This is an optimization exercise on Yosys and OpenROAD, whose aim is small area, a short achievable clock period and few clock cycles per item, not a production implementation. Only simulation tests tie the RTL to the original design; equivalence was not proved. Power and IR drop assume default switching activity.

main:
## ai_density_engine
module ai_density_engine #(
    parameter int                     GRID       = 10,
    parameter int                     NUM_SHIPS  = 5,
    parameter logic [4*NUM_SHIPS-1:0] SHIP_LENS  = {4'd2, 4'd3, 4'd3, 4'd4, 4'd5},
    parameter int                     CW         = 8,
    parameter int                     HIT_WEIGHT = 4
) (
    input  logic                  clock,
    input  logic                  reset,
    input  logic [1:0]            addr,
    input  logic                  write_en,
    input  logic [GRID*GRID-1:0]  data_in,
    output logic                  wait_request,
    output logic [GRID*GRID+3:0]  data_out
);
    localparam int N = 100;
    logic [N-1:0] fired;       
    logic [N-1:0] hit;
    logic [4:0]   ships;
    logic         busy;
    logic [3:0]   rcnt;
    logic         res_valid;
    logic [6:0]   res_idx;
    logic [7:0]   res_max;
    logic         start;
  ...
Size: roughly 230 flip-flops, ~210 I/O pins, ~34000 sq um of cells after synthesis.
clock: 70.0 ns
lec_check: 0
abc_area: 1
cap_margin: 60
core_margin: 2
core_utilization: 60
slew_margin: 60
synth_hierarchical: 1
standard.sh (not shown) runs the stock make flow with config.mk's settings and CLKGATE_MAP_FILE= SYNTH_SCRIPT=/design/flow/synth_recipe.tcl, a recipe that flattens the netlist after the stock synthesis.
==> flow/flow/run.sh <==
#!/bin/bash
# Standard layout, with the port buffers made from buf_2 cells instead of the
# default choice of buffer_ports.
set -o pipefail
export BUFFER_PORTS_ARGS="-buffer_cell sky130_fd_sc_hd__buf_2"
bash standard.sh 2>&1 | tee standard.log
main ended with every stage complete and zero timing, DRC or antenna violations.
Testbench counts of main, summed over its fixed seeds: cycles 2,688, queries 192.
Edits applied to the flow inputs when going from main to the feature branch:
--- a/flow/design.v
+++ b/flow/design.v
@@ -14,39 +14,28 @@
     output logic s,
     output logic co
 );
     assign s  = a ^ b;
     assign co = a & b;
 endmodule
 module ai_keep (
     input  logic alive,
     input  logic v,
     input  logic s,
     input  logic nany,
-    output logic onen,
+    output logic one,
     output logic next
 );
-    assign onen = ~(alive & (v | s));
+    assign one  = alive & (v | s);
     assign next = alive & (v | s | nany);
 endmodule
-module ai_sel3 (
-    input  logic a,
-    input  logic sa,
-    input  logic b,
-    input  logic sb,
-    input  logic c,
-    input  logic sc,
-    output logic y
-);
-    assign y = (a & sa) | (b & sb) | (c & sc);
-endmodule
 module ai_density_engine #(
     parameter int                     GRID       = 10,
     parameter int                     NUM_SHIPS  = 5,
     parameter logic [4*NUM_SHIPS-1:0] SHIP_LENS  = {4'd2, 4'd3, 4'd3, 4'd4, 4'd5},
     parameter int                     CW         = 8,
     parameter int                     HIT_WEIGHT = 4
 ) (
     input  logic                  clock,
     input  logic                  reset,
     input  logic [1:0]            addr,
     input  logic                  write_en,
@@ -2059,45 +2048,45 @@
         ai_fa u_t113 (.a(t108), .b(t109), .c(t111), .s(t113), .co(t114));
         ai_fa u_t115 (.a(hin[7]), .b(t110), .c(t112), .s(t115), .co(t116));
         ai_ha u_t117 (.a(t114), .b(t115), .s(t117), .co(t118));
         ai_fa u_t119 (.a(hin[8]), .b(t116), .c(t118), .s(t119), .co(t120));
         assign d = {t120, t119, t117, t113, t107, t97, t83, t69, t57, t55};
         assign dsum[c] = d;
     end
     logic [10:0] cand;
     logic [10:0] sat;
     logic [7:0]  val [11];
     logic [10:0] alive [9];
-    logic [10:0] onen [8];
+    logic [10:0] one [8];
     logic [7:0]  nany;
     logic [7:0]  bmax;
     logic        bfound;
     logic [6:0]  bidx;
     always_comb begin
         cand[0] = busy & res_valid;
         val[0]  = res_max;
         sat[0]  = 1'b0;
         for (int c = 0; c < 10; c++) begin
             cand[c+1] = !fired[c];
             val[c+1]  = dsum[c][7:0];
             sat[c+1]  = dsum[c][9] | dsum[c][8];
         end
     end
     assign alive[8] = cand;
     for (genvar b = 7; b >= 0; b--) begin : g_lvl
         for (genvar j = 0; j < 11; j++) begin : g_cand
             ai_keep u_keep (.alive(alive[b+1][j]), .v(val[j][b]), .s(sat[j]), .nany(nany[b]),
-                .onen(onen[b][j]), .next(alive[b][j]));
+                .one(one[b][j]), .next(alive[b][j]));
         end
-        assign nany[b] = &onen[b];
-        assign bmax[b] = ~nany[b];
+        assign bmax[b] = |one[b];
+        assign nany[b] = ~bmax[b];
     end
     always_comb begin
         logic [3:0] col;
         logic       inrow;
         bfound = |cand;
         col    = '0;
         inrow  = 1'b0;
         for (int j = 10; j >= 1; j--)
             if (alive[0][j]) begin
                 col   = 4'(j - 1);
                 inrow = 1'b1;
@@ -2123,37 +2112,29 @@
     end
     assign wait_request = busy;
     logic         rot;
     logic         clr;
     logic         ld_fired, ld_hit;
     logic [9:0]   keep;
     assign rot      = busy | start;
     assign ld_fired = !busy && write_en && addr == 2'd1;
     assign ld_hit   = !busy && write_en && addr == 2'd2;
     assign keep     = {10{~clr}};
     logic hold_f, hold_h;
-    logic [N-1:0] fired_rot, hit_rot;
-    assign fired_rot = {fired[9:0] & keep, fired[N-1:10]};
-    assign hit_rot   = {hit[9:0] & keep, hit[N-1:10]};
     assign hold_f = ~(ld_fired | rot);
     assign hold_h = ~(ld_hit | rot);
-    logic [N-1:0] fired_d, hit_d;
-    for (genvar i = 0; i < N; i++) begin : g_mask
-        ai_sel3 u_f (.a(data_in[i]), .sa(ld_fired), .b(fired_rot[i]), .sb(rot), .c(fired[i]), .sc(hold_f),
-            .y(fired_d[i]));
-        ai_sel3 u_h (.a(data_in[i]), .sa(ld_hit), .b(hit_rot[i]), .sb(rot), .c(hit[i]), .sc(hold_h),
-            .y(hit_d[i]));
-    end
     always_ff @(posedge clock) begin
-        fired <= fired_d;
-        hit   <= hit_d;
+        fired <= (data_in & {N{ld_fired}}) | ({fired[9:0] & keep, fired[N-1:10]} & {N{rot}})
+               | (fired & {N{hold_f}});
+        hit   <= (data_in & {N{ld_hit}}) | ({hit[9:0] & keep, hit[N-1:10]} & {N{rot}})
+               | (hit & {N{hold_h}});
     end
     always_ff @(posedge clock) begin
         if (reset) begin
             busy      <= 1'b1;
             clr       <= 1'b1;
             rcnt      <= '0;
             ships     <= '0;
             res_valid <= 1'b0;
             res_idx   <= '0;
             res_max   <= '0;
         end else begin
[summary]
- Area of the multi-input gates delta for the feature branch relative to main: about 2.5% lower
- Compared with main, the feature branch is more frugal on power.
- The feature branch vs main, share of synthesized area occupied by flip-flops and latches went down by 0.30 points.
- Net switching power: main vs the feature branch, no meaningful difference
- main -> the feature branch: number of flip-flops and latches flat
- Between main and the feature branch, combined area of all synthesized cells increased.
- Busiest layer in global routing = met1: main; busiest layer in global routing = met2: the feature branch
- Worst setup path endpoint: data_out[7] -> main, data_out[5] -> the feature branch
- The non-clock buffering overhead in the final layout reported for the feature branch is smaller than that of main by 0.69 points.
- Going from main to the feature branch, final-layout worst hold slack higher; finished layout cell area roughly the same; critical path depth higher; sequential share of layout area roughly the same.
Testbench counts of the feature branch, summed over its fixed seeds: cycles 2,688, queries 192.

==> separate check: timing with driven ports <==
No port has a modelled driver above. Below, the same layouts with a new extraction and two added sets of constraints.
Step 1 assumes that a clkbuf_16 drives the clock port and a buf_2 every other input.
Step 2 adds t to the input delays and takes it off the output delays; t is the mean of the earliest and latest rising clock arrival at the registers after step 1. Input paths then give back, and output paths get back, about the clock's delay inside the block.
Slacks: ideal ports / drivers / drivers and shift; pairs: ideal ports / drivers.
| run | t (ns) | setup slack, ns | hold WS [ns] | latest minus earliest clock arrival (ns) |
|---|---|---|---|---|
| main | 0.607 | 40.412 / 40.390 / 40.390 | 0.464 / 0.464 / 0.464 | 0.020 / 0.019 |
| the feature branch | 0.609 | 40.390 / 40.369 / 40.369 | 0.469 / 0.469 / 0.469 | 0.035 / 0.035 |
After both steps setup and hold are still met in every run listed. For main, which loses most, drivers alone change the setup slack by -0.022 ns; drivers and shift together by -0.022 ns.
